Source: an optimization exercise on an open RTL-to-GDS flow (aim: small area). Production flows keep margins and buffers that such runs may drop.
Function was checked by simulation only, so behaviour that the tests miss may differ from the original.
Power figures rest on the tool's default switching activity, not on a simulated workload.

build 83:
// qspi_cmd_router
module qspi_cmd_router (
  input  logic        clk,
  input  logic        reset,
  input  logic        spi_clk,
  input  logic        spi_cs,
  input  logic        spi_di,
  output logic        spi_do,
  output logic        spi_do_enable,
  output logic [1:0]  ram_cs,
  input  logic [1:0]  ram_di,
  output logic [7:0]  cmd_out,
  output logic [31:0] addr_out,
  output logic [11:0] len_out,
  output logic        cmd_strobe,
  output logic [7:0]  sr,
  input  logic [7:0]  sr_in,
  input  logic        sr_in_strobe,
  output logic [7:0]  wbuf_data,
  output logic        wbuf_valid,
  input  logic        wbuf_ready,
  output logic        wbuf_overflow,
  output logic        addr4
);
  localparam logic [2:0] S_IDLE   = 3'd0;
  localparam logic [2:0] S_CMD    = 3'd1;
  localparam logic [2:0] S_ADDR   = 3'd2;
  localparam logic [2:0] S_DUMMY  = 3'd3;
  localparam logic [2:0] S_TX     = 3'd4;
  localparam logic [2:0] S_RX     = 3'd5;
  localparam logic [2:0] S_IGNORE = 3'd6;
  logic [2:0]  r_sclk_pipe;
  logic [2:0]  r_cs_pipe;
  logic [1:0]  r_di_pipe;
  logic [2:0]  r_state;
  logic [2:0]  r_bit_cnt;
  logic [6:0]  r_shift;       
  logic [31:0] r_addr;        
  logic        r_addr_done;
  logic [7:0]  r_opcode;
  logic        r_wel_at_op;
  logic [11:0] r_len;
  logic        r_spi_do;
  logic        r_spi_do_en;
  logic [1:0]  r_ram_cs;
  logic [7:0]  r_sr;
  logic        r_addr4;
  logic [7:0]  r_cmd_out;
  logic [31:0] r_addr_out;
  logic [11:0] r_len_out;
  logic        r_cmd_strobe;
  logic        r_push;
  logic [7:0]  r_push_data;
  logic        r_ovf_clr;
  logic [7:0]  r_ring [32];
  logic [5:0]  r_wp;
  logic [5:0]  r_rp;
  logic        r_pend;
  logic        r_overflow;
  logic        w_sclk_rise;
  logic        w_sclk_fall;
  logic        w_cs_rise;
  logic        w_cs_fall;
  logic        w_cs_high;
  logic        w_di;
  logic        w_run;
  logic        w_start;
  logic        w_rise;
  logic        w_op_end;
  logic        w_in_cmd;
  logic        w_in_addr;
  logic        w_in_tx;
  logic        w_in_rx;
  logic [7:0]  w_byte_next;
  logic        w_byte_done;
  logic        w_addr_last;
  logic        w_local_tx;
  logic [7:0]  w_tx_byte;
  ...
For scale: ~420 flip-flops, roughly 93 I/O pins, ~14000 um2 of cells after synthesis.
==> flow/config.mk <==
export PLATFORM = sky130hd
export DESIGN_NAME = qspi_cmd_router
export DESIGN_NICKNAME = qspi_cmd_router
export VERILOG_FILES = /design/flow/design.v
export SDC_FILE = /design/flow/constraint.sdc
export NUM_CORES = 4
export LEC_CHECK = 0
export CAP_MARGIN = 20
export CORE_MARGIN = 2
export CORE_UTILIZATION = 40
export CTS_BUF_LIST = sky130_fd_sc_hd__clkbuf_4
export CTS_CLUSTER_SIZE = 20
export SLEW_MARGIN = 20
==> flow/constraint.sdc <==
create_clock -name core_clock -period 8.0 [get_ports {clk}]
set_input_delay 1.6000 -clock core_clock [delete_from_list [all_inputs] [get_ports {clk}]]
set_output_delay 1.6000 -clock core_clock [all_outputs]
set_load 0.01 [all_outputs]
run.sh (not shown) runs the stock make flow with config.mk's settings and CLKGATE_MAP_FILE= SYNTH_SCRIPT=/design/flow/synth_recipe.tcl, a recipe that flattens the netlist after the stock synthesis.
Per the final summary, build 83 finished and its layout is clean on timing, DRC and antenna.
Relative to build 83, the following input files were edited for build 88:
-- flow/config.mk --
<<< build 83, line 11
export CTS_BUF_LIST = sky130_fd_sc_hd__clkbuf_4
export CTS_CLUSTER_SIZE = 20
>>> build 88, line 11
export CTS_BUF_LIST = sky130_fd_sc_hd__clkbuf_8
export CTS_CLUSTER_DIAMETER = 60
export CTS_CLUSTER_SIZE = 18
### Flow results
NOTE: worst hold slack in build 88 exceeds that of build 83
The slack of the critical path reported for build 88 is greater than that of build 83 by 180 ps.
Compared build 88 against build 83; maximum number of pins on one net before global-route repair within noise.
The total CTS buffers number comes out higher for build 83 vs build 88.
Modified inputs, build 33 compared to build 88
-- flow/config.mk --
<<< build 88, line 11
export CTS_BUF_LIST = sky130_fd_sc_hd__clkbuf_8
>>> build 33, line 11
export CTS_BUF_LIST = sky130_fd_sc_hd__clkbuf_16
<<< build 88, line 13
export CTS_CLUSTER_SIZE = 18
>>> build 33, line 13
export CTS_CLUSTER_SIZE = 26
Findings:
- Per the final summary, build 33 finished and its layout is clean on timing, DRC and antenna.
- Row layout overhead on the synthesized area: build 33 higher / build 88 lower
- Build 33 -> build 88: routed wire length flat
- Build 33 against build 88; switching component of the power is up by a little under 10%.
- Layout filler cell count of build 33 falls short of that of build 88 slightly.
- met1 usage across build 88 and build 33: no real change.
- Summary of build 33 over build 88: met3 wirelength from detailed routing -about 4%, area of all placed cells without fillers climbed 370 um2, final period demand of the worst path has increased.
- Build 88 -> build 33: clock-buffer cell count decreased by more than 10%
- Build 88 -> build 33: number of post-CTS setup repair buffers delta 0, exact match
Inputs modified between build 33 and build 95:
-- flow/config.mk --
<<< build 33, line 11
export CTS_BUF_LIST = sky130_fd_sc_hd__clkbuf_16
export CTS_CLUSTER_DIAMETER = 60
export CTS_CLUSTER_SIZE = 26
>>> build 95, line 11
## What came out
- Compared to build 33, build 95 has post-layout instance count excluding filler cells 18 higher.
- Start point of the critical path: r_rp[0]$_SDFF_PP0_ -> build 95, r_rp[3]$_SDFF_PP0_ -> build 33
- Taking build 33 as the reference point, the met2 routed wirelength of build 95 rises by 2.7%.
- Build 95 vs build 33: arrival time at the worst endpoint down in build 95
- Area growth from synthesis to layout in build 95 vs build 33: up 2.8 points
- First-pass GRT wire length ended up 1.6% higher on build 95 than on build 33.
- Relative area of clock buffers and inverters in the final design, build 95 and build 33: smaller value in build 33
Edits applied to the flow inputs when going from build 95 to build 77:
-- flow/config.mk --
<<< build 95, line 11
>>> build 77, line 11
export CTS_BUF_LIST = sky130_fd_sc_hd__clkbuf_16
export CTS_CLUSTER_DIAMETER = 80
export CTS_CLUSTER_SIZE = 30
--- outcome ---
Taking build 95 as the reference, in build 77 portion of netlist area occupied by mux cells was more or less identical, design area went down by 5.2%, hold slack went up by 10 ps, switching power total went down by 15%.
Static power due to leakage (build 77 vs. build 95) decreases by a little under 10%

-- separate check: timing with driven ports --
Ports are ideal in the flow. The routed layouts listed here were re-timed in OpenROAD. Step 1, drivers: a clkbuf_16 drives clk and a buf_2 each remaining input, both assumed. Step 2 adds t to the input delays and takes it off the output delays; t is the mean of the earliest and latest rising clock arrival at the registers after step 1. Input paths then give back, and output paths get back, about the clock's delay inside the block. a / b / c = ideal ports / drivers / drivers and shift; a / b = the first two.
| run | t (ns) | slack for setup (ns) | clock arrival spread, ns | worst slew at a driven data input, ns |
|---|---|---|---|---|
| build 83 | 0.778 | 2.290 / 2.246 / 3.024 | 0.049 / 0.050 | 0.05 |
| build 88 | 0.587 | 2.469 / 2.426 / 3.012 | 0.031 / 0.031 | 0.05 |
| build 33 | 0.617 | 2.443 / 2.396 / 3.013 | 0.017 / 0.017 | 0.06 |
| build 95 | 0.590 | 2.465 / 2.416 / 3.006 | 0.026 / 0.026 | 0.05 |
| build 77 | 0.569 | 2.505 / 2.458 / 3.027 | 0.018 / 0.017 | 0.05 |
After both steps setup and hold are still met in every run listed.
